Context: an optimization exercise on an open-source flow, tuned for small area, a short achievable clock period and few clock cycles per item. The choices shown serve that exercise and are no tape-out recipe.
In this exercise RTL edits were held to simulation tests only and were not proved equivalent to the original.
Power and IR drop assume default switching activity.

==> design/flow/design.v <==
package rhpm_pkg;
   localparam int MAX_PATTERN_DEF  = 16;
   localparam int WINDOW_DEPTH_DEF = 16;
   localparam int BYTE_W           = 8;
   localparam int VALUE_W          = 32;
   localparam int HASH_W           = 26;
   localparam int LEN_W            = 5;
   localparam int CSR_W            = 64;
   localparam int CSR_IDX_W        = 2;
   localparam int PAT_BYTES        = 16;
   localparam logic KIND_HASH = 1'b0;
   localparam logic KIND_POS  = 1'b1;
   typedef enum logic [CSR_IDX_W-1:0] {
      CSR_PATTERN_LENGTH = 2'd0,
      CSR_PATTERN_LOW    = 2'd1,
      CSR_PATTERN_HIGH   = 2'd2
   } csr_index_type;
endpackage
module rhpm_ram #(
   parameter int WIDTH = 8,
   parameter int DEPTH = 16
) (
   input  logic                     clock,
   input  logic                     wr_en,
   input  logic [$clog2(DEPTH)-1:0] wr_addr,
   input  logic [WIDTH-1:0]         wr_data,
   input  logic                     rd_en,
   input  logic [$clog2(DEPTH)-1:0] rd_addr,
   output logic [WIDTH-1:0]         rd_data
);
   logic [WIDTH-1:0] mem [DEPTH];
   logic [WIDTH-1:0] rd_data_ff;
   always_ff @(posedge clock) begin
      if (wr_en) begin
         mem[wr_addr] <= wr_data;
      end
      if (rd_en) begin
         rd_data_ff <= mem[rd_addr];
      end
   end
   assign rd_data = rd_data_ff;
endmodule
import rhpm_pkg::*;
module rolling_hash_pattern_matcher_top #(
   parameter int MAX_PATTERN  = MAX_PATTERN_DEF,
   parameter int WINDOW_DEPTH = WINDOW_DEPTH_DEF
) (
   input  logic                 clock,
   input  logic                 reset,
   input  logic                 req_valid,
   output logic                 req_ready,
   input  logic [BYTE_W-1:0]    req_text_byte,
   output logic                 rsp_valid,
   input  logic                 rsp_ready,
   output logic                 rsp_kind,
   output logic [VALUE_W-1:0]   rsp_value,
   output logic                 rsp_last,
   input  logic                 csr_we,
   input  logic [CSR_IDX_W-1:0] csr_index,
   input  logic [CSR_W-1:0]     csr_wdata
);
   function automatic logic [1:0] add3(input logic [1:0] a, input logic [1:0] b);
      logic [2:0] s;
      s = {1'b0, a} + {1'b0, b};
      add3 = (s >= 3'd3) ? s[1:0] + 2'd1 : s[1:0];
   endfunction
   function automatic logic [1:0] mod3(input logic [7:0] x);
      logic [1:0] r0, r1, r2, r3;
      r0 = (x[1:0] == 2'd3) ? 2'd0 : x[1:0];
      r1 = (x[3:2] == 2'd3) ? 2'd0 : x[3:2];
      r2 = (x[5:4] == 2'd3) ? 2'd0 : x[5:4];
      r3 = (x[7:6] == 2'd3) ? 2'd0 : x[7:6];
      mod3 = add3(add3(r0, r1), add3(r2, r3));
   endfunction
   localparam logic [31:0] CMAX = 32'hffff_ffff;
   logic [3:0]  nm1_ff;
   logic [7:0]  pat_ff [16];
   logic [7:0]  ring_ff [16];
   logic [3:0]  nm1_al_ff;
   logic [31:0] count_ff;
   logic        first_seen_ff;    
   logic        reported_ff;      
   logic        rdy_ff;
   logic        s1_v_ff;
   logic        s1_first_ff;
   logic        s2_v_ff, s2_hit_ff, s2_first_ff;
   logic [3:0]  s2_m1_ff;
   logic [5:0]  s2_e_ff;
   logic        j_v_ff;
   logic [3:0]  j_m1_ff;
   logic [5:0]  j_e_ff;
   logic        rsp_valid_ff, rsp_kind_ff, rsp_last_ff;
   logic [31:0] rsp_value_ff;
   logic [3:0]  rem_ff;
   logic [5:0]  e_out_ff;
   logic        hashing_ff;
   logic [3:0]  hidx_ff;
   assign req_ready = rdy_ff;
   assign rsp_valid = rsp_valid_ff;
   assign rsp_kind  = rsp_kind_ff;
   assign rsp_value = rsp_value_ff;
   assign rsp_last  = rsp_last_ff;
   logic [1:0]  dw [16];
   logic [1:0]  dp [16];
   logic [15:0] inwin;        
   logic [15:0] stop;         
   logic        dig_ok;
   logic        cnt_ok;
   logic        hit_c;
   logic [3:0]  m1_c;
   always_comb begin
      dig_ok = 1'b1;
      for (int k = 0; k < 16; k++) begin
         dw[k]    = mod3(ring_ff[k]);
         dp[k]    = mod3(pat_ff[k]);
         inwin[k] = (k <= nm1_ff);
         if (inwin[k] && dw[k] != dp[k]) dig_ok = 1'b0;
         stop[k]  = (ring_ff[k] != pat_ff[k]) || (k == nm1_ff);
      end
      m1_c = 4'd15;
      for (int k = 15; k >= 0; k--) begin
         if (stop[k]) m1_c = k;
      end
      cnt_ok = (count_ff[31:4] != 28'd0) || (count_ff[3:0] > nm1_ff);
      hit_c  = dig_ok && cnt_ok;
   end
   logic        accept, inc, len_wr, rot, aligned_n;
   logic        out_cont, out_load, load_j, load_s2;
   logic        s2_leave, s2_push, j_pop;
   logic        s1_move;
   logic        s2_v_n, s2_hit_n, j_v_n;
   logic [5:0]  s2_e_n, j_e_n, e_out_n;
   logic [5:0]  e_sel;
   logic [31:0] pos;
   logic [25:0] h3;
   logic [1:0]  hdig;
   logic        first_seen_n, reported_n;
   logic [3:0]  nm1_al_n;
   logic [3:0]  rem_n;
   assign accept = req_valid && rdy_ff;
   assign inc    = accept && (count_ff != CMAX);
   assign len_wr = csr_we && (csr_index == 2'd0);
   assign rot    = (nm1_al_ff != nm1_ff) && !s1_v_ff;
   always_comb begin
      out_cont = !hashing_ff && rsp_valid_ff && rsp_ready && (rem_ff != 4'd0);
      out_load = !hashing_ff && (!rsp_valid_ff || (rsp_ready && rem_ff == 4'd0));
      load_j   = out_load && j_v_ff;
      load_s2  = out_load && !j_v_ff && s2_v_ff && s2_hit_ff && !s2_first_ff;
      j_pop    = load_j;
      s2_push  = s2_v_ff && s2_hit_ff && !load_s2 && (!j_v_ff || j_pop);
      s2_leave = !s2_v_ff || !s2_hit_ff || s2_first_ff || load_s2 || s2_push;
      s1_move  = s1_v_ff && s2_leave;
      e_sel = load_j ? j_e_ff : (load_s2 ? s2_e_ff : e_out_ff);
      pos   = count_ff - {26'd0, e_sel};
      s2_v_n   = s1_move ? 1'b1 : (s2_v_ff && !s2_leave);
      s2_hit_n = s1_move ? hit_c : s2_hit_ff;
      s2_e_n   = s1_move ? ({2'b0, nm1_ff} + {5'd0, inc}) : (s2_e_ff + {5'd0, inc});
      j_v_n    = s2_push || (s2_v_ff && s2_first_ff && s2_hit_ff) || (j_v_ff && !j_pop);
      j_e_n    = s2_push ? (s2_e_ff + {5'd0, inc}) :
                 (s2_v_ff && s2_first_ff) ? (s2_e_ff + {5'd0, inc}) : (j_e_ff + {5'd0, inc});
      if (out_cont || load_j || load_s2) begin
         e_out_n = e_sel + {5'd0, inc} - 6'd1;
      end else begin
         e_out_n = e_out_ff + {5'd0, inc};
      end
      rem_n = out_cont ? rem_ff - 4'd1 :
              load_j ? j_m1_ff : load_s2 ? s2_m1_ff : rem_ff;
      first_seen_n = first_seen_ff || accept;
      reported_n   = reported_ff || (hashing_ff && hidx_ff == 4'd0);
      nm1_al_n     = rot ? nm1_al_ff - 4'd1 : nm1_al_ff;
      aligned_n    = (nm1_al_n == nm1_ff);
      hdig = dp[hidx_ff];
      h3   = rsp_value_ff[25:0] + {rsp_value_ff[24:0], 1'b0} + {24'd0, hdig};
   end
   always_ff @(posedge clock) begin
      if (reset) begin
         nm1_ff        <= 4'd0;
         for (int i = 0; i < 16; i++) pat_ff[i] <= 8'd0;
         nm1_al_ff     <= 4'd0;
         count_ff      <= 32'd0;
         first_seen_ff <= 1'b0;
         reported_ff   <= 1'b0;
         rdy_ff        <= 1'b1;
         s1_v_ff       <= 1'b0;
         s1_first_ff   <= 1'b0;
         s2_v_ff       <= 1'b0;
         s2_hit_ff     <= 1'b0;
         s2_first_ff   <= 1'b0;
         s2_m1_ff      <= 4'd0;
         s2_e_ff       <= 6'd0;
         j_v_ff        <= 1'b0;
         j_m1_ff       <= 4'd0;
         j_e_ff        <= 6'd0;
         rsp_valid_ff  <= 1'b0;
         rsp_kind_ff   <= 1'b0;
         rsp_last_ff   <= 1'b0;
         rsp_value_ff  <= 32'd0;
         rem_ff        <= 4'd0;
         e_out_ff      <= 6'd0;
         hashing_ff    <= 1'b0;
         hidx_ff       <= 4'd0;
      end else begin
         if (csr_we) begin
            case (csr_index)
               2'd0: begin
                  if (csr_wdata[4:0] == 5'd0)      nm1_ff <= 4'd0;
                  else if (csr_wdata[4] && csr_wdata[3:0] != 4'd0) nm1_ff <= 4'd15;
                  else                             nm1_ff <= csr_wdata[3:0] - 4'd1;
               end
               2'd1: for (int i = 0; i < 8; i++) pat_ff[i]     <= csr_wdata[8*i +: 8];
               2'd2: for (int i = 0; i < 8; i++) pat_ff[8 + i] <= csr_wdata[8*i +: 8];
               default: ;
            endcase
         end
         if (accept) begin
            for (int j = 0; j < 16; j++) begin
               ring_ff[j] <= (j == nm1_al_ff) ? req_text_byte : ring_ff[(j + 1) % 16];
            end
         end else if (rot) begin
            for (int j = 0; j < 16; j++) ring_ff[j] <= ring_ff[(j + 1) % 16];
         end
         nm1_al_ff <= nm1_al_n;
         if (inc) count_ff <= count_ff + 32'd1;
         first_seen_ff <= first_seen_n;
         reported_ff   <= reported_n;
         s1_v_ff     <= accept || (s1_v_ff && !s1_move);
         if (accept) s1_first_ff <= !first_seen_ff;
         s2_v_ff  <= s2_v_n;
         s2_hit_ff <= s2_hit_n;
         s2_e_ff  <= s2_e_n;
         if (s1_move) begin
            s2_first_ff <= s1_first_ff;
            s2_m1_ff    <= m1_c;
         end
         j_v_ff <= j_v_n;
         j_e_ff <= j_e_n;
         if (s2_push || (s2_v_ff && s2_first_ff)) j_m1_ff <= s2_m1_ff;
         e_out_ff <= e_out_n;
         rem_ff   <= rem_n;
         if (hashing_ff) begin
            rsp_value_ff <= {6'd0, h3};
            hidx_ff      <= hidx_ff - 4'd1;
            if (hidx_ff == 4'd0) begin
               hashing_ff   <= 1'b0;
               rsp_valid_ff <= 1'b1;
               rsp_kind_ff  <= KIND_HASH;
               rsp_last_ff  <= !j_v_ff;
               rem_ff       <= 4'd0;
            end
         end else if (out_cont) begin
            rsp_value_ff <= pos;
            rsp_last_ff  <= (rem_ff == 4'd1);
         end else if (load_j || load_s2) begin
            rsp_valid_ff <= 1'b1;
            rsp_kind_ff  <= KIND_POS;
            rsp_value_ff <= pos;
            rsp_last_ff  <= load_j ? (j_m1_ff == 4'd0) : (s2_m1_ff == 4'd0);
         end else if (out_load) begin
            rsp_valid_ff <= 1'b0;
            if (s2_v_ff && s2_first_ff) begin
               hashing_ff   <= 1'b1;
               hidx_ff      <= nm1_ff;
               rsp_value_ff <= 32'd0;
            end
         end
         rdy_ff <= !len_wr && aligned_n &&
                   !(first_seen_n && !reported_n) &&
                   !(s2_v_n && s2_hit_n && j_v_n) &&
                   !(s2_v_n && s2_e_n[5]) && !(j_v_n && j_e_n[5]) &&
                   !(rem_n != 4'd0 && e_out_n[5]);
      end
   end
endmodule
==> design/flow/run.sh <==
#!/bin/bash
# synth_recipe.tcl (not shown) runs the flow's synth.tcl, then flattens the netlist and writes it again
# the make line also repeats each setting of config.mk as NAME=value (left out here)
make -C /OpenROAD-flow-scripts/flow DESIGN_CONFIG=/design/flow/config.mk WORK_HOME=/design/flow/orfs CLKGATE_MAP_FILE= SYNTH_SCRIPT=/design/flow/synth_recipe.tcl finish
==> design/flow/config.mk <==
export PLATFORM = sky130hd
export DESIGN_NAME = rolling_hash_pattern_matcher_top
export DESIGN_NICKNAME = rolling_hash_pattern_matcher_top
export VERILOG_FILES = /design/flow/design.v
export SDC_FILE = /design/flow/constraint.sdc
export NUM_CORES = 4
export LEC_CHECK = 0
export CAP_MARGIN = 20
export CORE_MARGIN = 2
export CORE_UTILIZATION = 40
export SLEW_MARGIN = 20
==> design/flow/constraint.sdc <==
create_clock -name core_clock -period 9.5 [get_ports {clock}]
set_input_delay 1.9000 -clock core_clock [delete_from_list [all_inputs] [get_ports {clock}]]
set_output_delay 1.9000 -clock core_clock [all_outputs]
set_load 0.01 [all_outputs]
==> impl_metrics.tcl <==
set metrics [dict create \
    status "complete, no violations" \
    cp_slowest_cell "a2111oi_0" \
    ir_drop_uv 182 \
    critPathLaunchType "register" \
    netlist_instances 3426 \
    fp-row-count 100 \
    gr-total-overflow 0 \
    finalSetupViolCount 0 \
    routed_via_density 5.63 \
    routed_wl_um 90600 \
    relSlewSlack 0.232 \
    fin_area_um2 33900 \
    final.period_utilization 0.819 \
    finalClockSkew_ps 12.4 \
    p_seq_frac 0.241 \
    place_congestion 0.918 \
    place_area_um2 32400 \
    n_antenna_cell 0 \
    crit_type "reg2reg" \
    end_kind "register" \
    fmax_ghz 0.128 \
    syn_to_final_growth_pct 12.1 \
    post_drt_wl_per_cell_um 20.1 \
    final_cells 4510 \
    layout-drive-gt1-share 0.0737 \
    tightest_slew_ps 1150 \
    yosys_most_used_dff "dfxtp_1" \
    worstHoldStart "pat_ff[15][4]" \
    grt_max_degree 94 \
    synth_top_cell_area_share 0.163 \
    synth_area_leader_cell "dfxtp_1" \
    drt_iter0_drc 1674 \
    reg2reg_depth 32 \
    period_minus_slack_ps 7780 \
    drc 0 \
    holdBufCountCts 0 \
    tritoncts "done" \
    synth_common_cells "399 x nand2_1, 273 x ha_1, 263 x nor2b_1, 247 x dfxtp_1, 240 x a21oi_1" \
    cp.required_ps 9970 \
    vias 25400 \
    post_cts_buffers 0 \
    finalWorstSetupSlack_ps 1720 \
    seq_area_frac_synth 0.290 \
    fin_util 0.454 \
    ys_ff_latch 375 \
    max_stage_delay_ps 820 \
    syn_nets 3877 \
    antenna_found_initial 3 \
    fp.dieH_um 279 \
    rsz0062_at_grt "no" \
    hpwl_um 67400 \
    cts_buffer_depth 3 \
    critical_path_arrival_ps 8250 \
    path_max_fanout 7 \
    clk_latency_ps 610 \
    syn_area_um2 30300 \
    nets 3953 \
    cts_max_level 2 \
    combPwrFrac 0.558 \
    hp-class "reg2reg" \
    preCtsSetupSlack_ps 1960 \
    cts_resized 0 \
    hold_violations 0 \
    cp_common_cell "ha_1" \
    dieArea_um2 77900 \
    clk_pin_slew_ps 70 \
    drt_pass1_iterations 6 \
    grt_pass1_wl_um 140000 \
    synth_area_leaders "dfxtp_1 16%, edfxtp_1 13%, ha_1 11%" \
    power_switching_mw 3.93 \
    port_buffers 114 \
    coreArea_um2 74700 \
    antenna_left 0 \
    cts_buffers 47 \
    grt.total_usage 0.229 \
    pin_count 115 \
    nFillCells 7242 \
    tns_ps 0 \
    initial_core_util 0.405 \
    synthArstFlopShare 0 \
    yosysWarnings 5 \
    placed_cells 4422 \
    cts-root-buf "clkbuf_16" \
    drv_slew 0 \
    p_int_mw 5.27 \
    crit_start "pat_ff[7][0]" \
    r2r-start "pat_ff[7][0]" \
    yosys.cell_types.count 84 \
    cts.sinks 375 \
    fp.dieW_um 279 \
    drv_cap 0 \
    clkPwrFrac 0.201 \
    netSwitchingFraction 0.427 \
    min_path_cells 2 \
    power.static_leakage_nw 13.5 \
    yosysMostFrequentCell "nand2_1" \
    avgSynthCellArea_um2 8.84 \
    p_per_area_nw_per_um2 271 \
    grt_pass1_vias 24000 \
    synth-edff-count 128 \
]
final cells by class:
type | instances | area [um2] | area share
Clock buffer | 63 | 1350 | 0.0398
Clock inverter | 25 | 231 | 0.00682
Inverter | 188 | 706 | 0.0208
Multi-Input combinational cell | 2756 | 20400 | 0.600
Sequential cell | 375 | 8790 | 0.259
Tap cell | 969 | 1210 | 0.0357
Timing Repair Buffer | 134 | 1290 | 0.0379
layer usage:
| metal | wire (um) | track usage |
|---|---|---|
| met1 | 40400 | 0.304 |
| met5 | 70 | 0.00438 |
| met3 | 5420 | 0.0341 |
| met4 | 2970 | 0.0750 |
| met2 | 41800 | 0.382 |
flip-flops by register name (all words and copies together) (netlist names), 4 cells and up:
register,cells
count_ff,32
rem_ff,4
e_out_ff,6
rsp_value_ff,32
j_m1_ff,4
ring_ff,128
s2_e_ff,6
s2_m1_ff,4
pat_ff,128
j_e_ff,6
hidx_ff,4
nm1_ff,4
nm1_al_ff,4
placed cells by master, fill, tap and decap left out, types with 77 or more instances in the layout:
| cell | instances |
|---|---|
| nand2_1 | 399 |
| ha_1 | 273 |
| nor2b_1 | 262 |
| dfxtp_1 | 247 |
| a21oi_1 | 239 |
| inv_1 | 185 |
| nor2_1 | 176 |
| o21ai_0 | 149 |
| mux2_2 | 136 |
| edfxtp_1 | 128 |
| xor2_1 | 118 |
| clkdlybuf4s50_1 | 112 |
| xnor2_1 | 105 |
| fa_1 | 99 |
| nand2b_1 | 97 |
| nand3_1 | 77 |
path summary, 6_finish.rpt:
check | endpoint | slack [ps]
max | rsp_value_ff[15] | 1720
min | pat_ff[15][4] | 460
max reg2reg | rsp_value_ff[15] | 1720
min reg2reg | pat_ff[15][4] | 460
stage by stage:
| step | power (mW) | hold slack, ps |
|---|---|---|
| 6_report | 9.19 | 460 |
| 5_1_grt | 9.95 | 486 |
| 4_1_cts | 9.17 | 465 |
| 3_5_place_dp | 7.27 | 455 |
| 3_3_place_gp | 7.24 | 450 |
| 2_1_floorplan | 6.09 | 440 |
power by group through the flow:
| stage | logic, mW | clock network, mW | registers, mW |
|---|---|---|---|
| final | 5.13 | 1.85 | 2.21 |
| after global routing | 5.76 | 1.95 | 2.23 |
| after CTS | 5.08 | 1.88 | 2.21 |
| after global placement | 4.99 | 0 | 2.24 |
| after floorplan | 3.97 | 0 | 2.12 |
| after detailed placement | 5.03 | 0 | 2.24 |
critical path: cells and delay by family, from the launching register on:
kind	cells	cell delay, ps
AOI/OAI and AO/OA	12	3500
xor gates and xnor gates	1	170
adders and majority gates	9	2390
buffers and inverters	5	290
DFF	1	380
and+or+nand+nor	5	900
cell families (layout without fill, tap and decap cells):
| family | after synthesis | count (layout) | share of synthesized area |
|---|---|---|---|
| flops | 375 | 375 | 0.290 |
| compound gates | 661 | 661 | 0.138 |
| fa+ha+maj | 372 | 372 | 0.178 |
| simple gates | 1336 | 1336 | 0.232 |
| xor+xnor | 223 | 223 | 0.0645 |
| buf+inv | 295 | 410 | 0.0373 |
| mux | 164 | 164 | 0.0599 |
Testbench counts, summed over its fixed seeds: cycles 29,865, bytes 24,258.

## port drivers added, routing unchanged
In the flow no input, the clock included, has a driving cell. The finished layout below was timed again as built, in two steps. Step 1 (the two cells are an assumption about what drives the block):
set clk [get_ports {clock}]
set_driving_cell -lib_cell sky130_fd_sc_hd__clkbuf_16 $clk
set_driving_cell -lib_cell sky130_fd_sc_hd__buf_2 [delete_from_list [all_inputs] $clk]
Step 2 also shifts input and output timing later by t, the mid clock arrival at the registers, as if the neighbouring blocks saw the same clock. a / b / c = ideal ports / drivers / drivers and shift; a / b = the first two.
t, ns: 0.673
slack for setup (ns): 1.717 / 1.716 / 1.716
worst register clock-pin slew, ns: 0.07 / 0.07
worst slew at a driven data input, ns: 0.08
After both steps this run still meets setup and hold. For this run, drivers alone change the setup slack by -0.001 ns; drivers and shift together by -0.001 ns.
